What follows belongs to an exercise in optimizing a design on an open flow for small area; a production flow would make more cautious choices.
The RTL was checked by simulation tests, not by an equivalence proof against the original design.
Power is estimated from default activity; no workload was simulated.

==> flow/design.v (excerpt) <==
module branch_chkpt_ctrl #(
    parameter int NUM_CHKPT = branch_chkpt_ctrl_pkg::NUM_CHKPT,
    parameter int TAG_W     = branch_chkpt_ctrl_pkg::CHKPT_TAG_W
) (
    input  logic                                        clk_i,
    input  logic                                        rst_i,
    input  logic                                        chkpt_we_i,
    input  logic [branch_chkpt_ctrl_pkg::MAP_W-1:0]     chkpt_rat_map_i,
    input  logic [branch_chkpt_ctrl_pkg::PREG_W-1:0]    chkpt_fl_head_i,
    input  logic [branch_chkpt_ctrl_pkg::COUNT_W-1:0]   chkpt_fl_free_count_i,
    output logic [TAG_W-1:0]                            chkpt_tag_o,
    output logic                                        chkpt_avail_o,
    input  logic                                        commit_free_valid_i,
    input  logic [branch_chkpt_ctrl_pkg::PREG_W-1:0]    fl_live_tail_i,
    input  logic                                        resolve_valid_i,
    input  logic [TAG_W-1:0]                            resolve_tag_i,
    input  logic                                        resolve_mispredict_i,
    output logic                                        rat_recover_o,
    output logic [branch_chkpt_ctrl_pkg::MAP_W-1:0]     rat_recover_map_o,
    output logic                                        fl_recover_o,
    output logic [branch_chkpt_ctrl_pkg::PREG_W-1:0]    fl_recover_head_o,
    output logic [branch_chkpt_ctrl_pkg::PREG_W-1:0]    fl_recover_tail_o,
    output logic [branch_chkpt_ctrl_pkg::COUNT_W-1:0]   fl_recover_free_count_o,
    output logic                                        flush_o,
    output logic                                        busy_o
);
For scale: about 2500 cells after synthesis.
==> module branch_chkpt_ctrl, before the edit <==
module branch_chkpt_ctrl #(
    parameter int NUM_CHKPT = branch_chkpt_ctrl_pkg::NUM_CHKPT,
    parameter int TAG_W     = branch_chkpt_ctrl_pkg::CHKPT_TAG_W
) (
    input  logic                                        clk_i,
    input  logic                                        rst_i,
    input  logic                                        chkpt_we_i,
    input  logic [branch_chkpt_ctrl_pkg::MAP_W-1:0]     chkpt_rat_map_i,
    input  logic [branch_chkpt_ctrl_pkg::PREG_W-1:0]    chkpt_fl_head_i,
    input  logic [branch_chkpt_ctrl_pkg::COUNT_W-1:0]   chkpt_fl_free_count_i,
    output logic [TAG_W-1:0]                            chkpt_tag_o,
    output logic                                        chkpt_avail_o,
    input  logic                                        commit_free_valid_i,
    input  logic [branch_chkpt_ctrl_pkg::PREG_W-1:0]    fl_live_tail_i,
    input  logic                                        resolve_valid_i,
    input  logic [TAG_W-1:0]                            resolve_tag_i,
    input  logic                                        resolve_mispredict_i,
    output logic                                        rat_recover_o,
    output logic [branch_chkpt_ctrl_pkg::MAP_W-1:0]     rat_recover_map_o,
    output logic                                        fl_recover_o,
    output logic [branch_chkpt_ctrl_pkg::PREG_W-1:0]    fl_recover_head_o,
    output logic [branch_chkpt_ctrl_pkg::PREG_W-1:0]    fl_recover_tail_o,
    output logic [branch_chkpt_ctrl_pkg::COUNT_W-1:0]   fl_recover_free_count_o,
    output logic                                        flush_o,
    output logic                                        busy_o
);
    localparam int PTR_W   = $clog2(NUM_CHKPT);
    localparam int MAP_W   = branch_chkpt_ctrl_pkg::MAP_W;
    localparam int PREG_W  = branch_chkpt_ctrl_pkg::PREG_W;
    localparam int COUNT_W = branch_chkpt_ctrl_pkg::COUNT_W;
    localparam int DATA_W  = MAP_W + PREG_W;
    logic [DATA_W-1:0]  slot_data  [NUM_CHKPT];
    logic [COUNT_W-1:0] slot_cbase [NUM_CHKPT];
    logic [NUM_CHKPT-1:0] slot_valid;
    logic [NUM_CHKPT-1:0] slot_resolved;
    logic [PTR_W-1:0]   oldest_q;
    logic [PTR_W-1:0]   alloc_q;
    logic [PTR_W-1:0]   rec_tag_q;     
    logic               recover_q;
    logic [COUNT_W-1:0] free_cnt_q;
    logic [COUNT_W-1:0] free_cnt_d;
    logic               full;
    logic               tag_hit;
    logic               mispredict;
    logic               resolve_ok;
    logic               capture;
    logic               retire;
    logic [PTR_W-1:0]   res_idx;
    logic [PTR_W-1:0]   res_dist;
    logic [NUM_CHKPT-1:0] younger_mask;
    logic [NUM_CHKPT-1:0] wr_en;
    logic [NUM_CHKPT-1:0] wr_hold;       
    logic [COUNT_W-1:0] cbase_in;
    assign full          = slot_valid[alloc_q];
    assign res_idx       = resolve_tag_i[PTR_W-1:0];
    assign tag_hit       = resolve_valid_i && (resolve_tag_i[TAG_W-1:PTR_W] == '0)
                           && slot_valid[res_idx] && !recover_q;
    assign mispredict    = tag_hit && resolve_mispredict_i;
    assign resolve_ok    = tag_hit && !resolve_mispredict_i;
    assign chkpt_avail_o = !full && !recover_q && !(resolve_valid_i && resolve_mispredict_i);
    assign capture       = chkpt_we_i && chkpt_avail_o;
    assign retire        = slot_valid[oldest_q] && slot_resolved[oldest_q];
    assign res_dist      = res_idx - oldest_q;
    assign chkpt_tag_o   = TAG_W'(alloc_q);
    assign free_cnt_d    = free_cnt_q + COUNT_W'(commit_free_valid_i);
    assign cbase_in      = chkpt_fl_free_count_i - free_cnt_d;
    always_comb begin
        for (int i = 0; i < NUM_CHKPT; i++) begin
            younger_mask[i] = (PTR_W'(i) - oldest_q) >= res_dist;
            wr_en[i]        = capture && (alloc_q == PTR_W'(i));
            wr_hold[i]      = !chkpt_we_i || full || recover_q || (resolve_valid_i && resolve_mispredict_i)
                              || (alloc_q != PTR_W'(i));
        end
    end
    always_ff @(posedge clk_i or posedge rst_i) begin
        if (rst_i) begin
            recover_q     <= 1'b0;
            oldest_q      <= '0;
            alloc_q       <= '0;
            slot_valid    <= '0;
            slot_resolved <= '0;
            free_cnt_q    <= '0;
        end else begin
            recover_q  <= mispredict;
            free_cnt_q <= free_cnt_d;
            if (retire) begin
                slot_valid[oldest_q] <= 1'b0;
                oldest_q             <= oldest_q + 1'b1;
            end
            if (resolve_ok) begin
                slot_resolved[res_idx] <= 1'b1;
            end
            if (capture) begin
                slot_valid[alloc_q]    <= 1'b1;
                slot_resolved[alloc_q] <= 1'b0;
                alloc_q                <= alloc_q + 1'b1;
            end
            if (mispredict) begin
                for (int i = 0; i < NUM_CHKPT; i++) begin
                    if (younger_mask[i]) begin
                        slot_valid[i] <= 1'b0;
                    end
                end
                alloc_q <= res_idx;
            end
        end
    end
    always_ff @(posedge clk_i) begin
        rec_tag_q <= res_idx;
        for (int i = 0; i < NUM_CHKPT; i++) begin
            slot_data[i]  <= ({DATA_W{wr_en[i]}} & {chkpt_fl_head_i, chkpt_rat_map_i})
                           | ({DATA_W{wr_hold[i]}} & slot_data[i]);
            slot_cbase[i] <= ({COUNT_W{wr_en[i]}} & cbase_in)
                           | ({COUNT_W{wr_hold[i]}} & slot_cbase[i]);
        end
    end
    logic [NUM_CHKPT-1:0] rec_sel;
    logic [DATA_W-1:0]    rec_data;
    logic [COUNT_W-1:0]   rec_cbase;
    always_comb begin
        rec_data  = '0;
        rec_cbase = '0;
        for (int i = 0; i < NUM_CHKPT; i++) begin
            rec_sel[i] = (rec_tag_q == PTR_W'(i));
            rec_data   = rec_data  | ({DATA_W{rec_sel[i]}}  & slot_data[i]);
            rec_cbase  = rec_cbase | ({COUNT_W{rec_sel[i]}} & slot_cbase[i]);
        end
    end
    assign rat_recover_o           = recover_q;
    assign fl_recover_o            = recover_q;
    assign flush_o                 = recover_q;
    assign busy_o                  = recover_q;
    assign rat_recover_map_o       = rec_data[MAP_W-1:0];
    assign fl_recover_head_o       = rec_data[DATA_W-1:MAP_W];
    assign fl_recover_tail_o       = fl_live_tail_i;
    assign fl_recover_free_count_o = rec_cbase + free_cnt_d;
endmodule
clock: 5.5 ns
lec_check: 0
abc_area: 1
cap_margin: 20
core_margin: 2
core_utilization: 30
slew_margin: 20
standard.sh (not shown) runs the stock make flow with config.mk's settings and CLKGATE_MAP_FILE= SYNTH_SCRIPT=/design/flow/synth_recipe.tcl, a recipe that flattens the netlist after the stock synthesis.
==> flow/flow/run.sh <==
#!/bin/bash
# Own layout flow: the standard synthesis, then a re-mapping of the datapath's
# combinational logic (registers untouched, see remap.py), then the standard layout steps
# with the ports buffered by the smallest buffer and a clock tree of small buffers without
# dummy loads.
set -euo pipefail
W=$(pwd)
R=$W/orfs/results/${FLOW_PLATFORM}/branch_chkpt_ctrl/base
bash standard.sh synth > $W/flow_synth.log 2>&1
cp $R/1_2_yosys.v $W/1_2_yosys.standard.v
python3 $W/flow/remap.py $R/1_2_yosys.v > $W/flow_remap.log 2>&1
rm -f $R/1_synth.odb $R/1_synth.sdc
export BUFFER_PORTS_ARGS="-buffer_cell sky130_fd_sc_hd__buf_1"
export CTS_ARGS="-sink_clustering_enable -repair_clock_nets -dont_use_dummy_load -sink_clustering_size 16 -sink_clustering_max_diameter 80 -buf_list {sky130_fd_sc_hd__clkbuf_8}"
bash standard.sh finish > $W/flow_finish.log 2>&1
Other scripts of this flow, unchanged in this note and not shown: flow/flow/remap.py
Edit:
--- a/flow/design.v
+++ b/flow/design.v
@@ -64,33 +64,41 @@
     logic               tag_hit;
     logic               mispredict;
     logic               resolve_ok;
     logic               capture;
     logic               retire;
     logic [PTR_W-1:0]   res_idx;
-    logic [PTR_W-1:0]   res_dist;
+    logic [1:0]         res_dist;
+    logic [1:0]         slot_dist [NUM_CHKPT];
     logic [NUM_CHKPT-1:0] younger_mask;
+    logic [1:0]         oldest_inc;
+    logic [1:0]         alloc_inc;
     logic [NUM_CHKPT-1:0] wr_en;
     logic [NUM_CHKPT-1:0] wr_hold;       
     logic [COUNT_W-1:0] cbase_in;
     assign full          = slot_valid[alloc_q];
     assign res_idx       = resolve_tag_i[PTR_W-1:0];
     assign tag_hit       = resolve_valid_i && (resolve_tag_i[TAG_W-1:PTR_W] == '0)
                            && slot_valid[res_idx] && !recover_q;
     assign mispredict    = tag_hit && resolve_mispredict_i;
     assign resolve_ok    = tag_hit && !resolve_mispredict_i;
     assign chkpt_avail_o = !full && !recover_q && !(resolve_valid_i && resolve_mispredict_i);
     assign capture       = chkpt_we_i && chkpt_avail_o;
     assign retire        = slot_valid[oldest_q] && slot_resolved[oldest_q];
-    assign res_dist      = res_idx - oldest_q;
+    assign res_dist      = {res_idx[1] ^ oldest_q[1] ^ (~res_idx[0] & oldest_q[0]), res_idx[0] ^ oldest_q[0]};
+    assign oldest_inc    = {oldest_q[1] ^ oldest_q[0], ~oldest_q[0]};
+    assign alloc_inc     = {alloc_q[1] ^ alloc_q[0], ~alloc_q[0]};
     assign chkpt_tag_o   = TAG_W'(alloc_q);
     assign free_cnt_d    = free_cnt_q + COUNT_W'(commit_free_valid_i);
     assign cbase_in      = chkpt_fl_free_count_i - free_cnt_d;
     always_comb begin
         for (int i = 0; i < NUM_CHKPT; i++) begin
-            younger_mask[i] = (PTR_W'(i) - oldest_q) >= res_dist;
+            slot_dist[i]    = {PTR_W'(i) ^ oldest_q};
+            slot_dist[i][1] = slot_dist[i][1] ^ (PTR_W'(i) == PTR_W'(0) || PTR_W'(i) == PTR_W'(2) ? oldest_q[0] : 1'b0);
+            younger_mask[i] = (slot_dist[i][1] & ~res_dist[1])
+                              | (~(slot_dist[i][1] ^ res_dist[1]) & (slot_dist[i][0] | ~res_dist[0]));
             wr_en[i]        = capture && (alloc_q == PTR_W'(i));
             wr_hold[i]      = !chkpt_we_i || full || recover_q || (resolve_valid_i && resolve_mispredict_i)
                               || (alloc_q != PTR_W'(i));
         end
     end
     always_ff @(posedge clk_i or posedge rst_i) begin
@@ -103,21 +111,21 @@
             free_cnt_q    <= '0;
         end else begin
             recover_q  <= mispredict;
             free_cnt_q <= free_cnt_d;
             if (retire) begin
                 slot_valid[oldest_q] <= 1'b0;
-                oldest_q             <= oldest_q + 1'b1;
+                oldest_q             <= oldest_inc;
             end
             if (resolve_ok) begin
                 slot_resolved[res_idx] <= 1'b1;
             end
             if (capture) begin
                 slot_valid[alloc_q]    <= 1'b1;
                 slot_resolved[alloc_q] <= 1'b0;
-                alloc_q                <= alloc_q + 1'b1;
+                alloc_q                <= alloc_inc;
             end
             if (mispredict) begin
                 for (int i = 0; i < NUM_CHKPT; i++) begin
                     if (younger_mask[i]) begin
                         slot_valid[i] <= 1'b0;
                     end
What happened:
- The new run produced a clean layout
- routed wire length fell by 2.1%
- design area fell by 0.52%
- global-route usage fell by 0.40 points
- register-to-register slack gains 0.03 ns
- non-clock buffer count fell by 9
- combinational power stays flat

==> re-timing with driven ports <==
In the flow no input, the clock included, has a driving cell. The finished layouts below were timed again as built, in two steps. Step 1 assumes that a clkbuf_16 drives the clock port and a buf_2 every other input. Step 2 moves the port delays by t, midway between the first and last clock arrival at a register: inputs arrive t later, outputs are due t later. That takes back most of the time a late clock gives input paths. Slacks: ideal ports / drivers / drivers and shift; pairs: ideal ports / drivers.
run | t (ns) | setup WS [ns] | hold slack, ns | worst setup path at the end | clock arrival spread, ns
the first run | 0.793 | 0.249 / 0.184 / 0.396 | 0.472 / 0.427 / 0.474 | input to output | 0.059 / 0.060
the second run | 0.768 | 0.314 / 0.253 / 0.394 | 0.475 / 0.469 / 0.475 | input to output | 0.074 / 0.074
After both steps setup and hold are still met in every run listed.
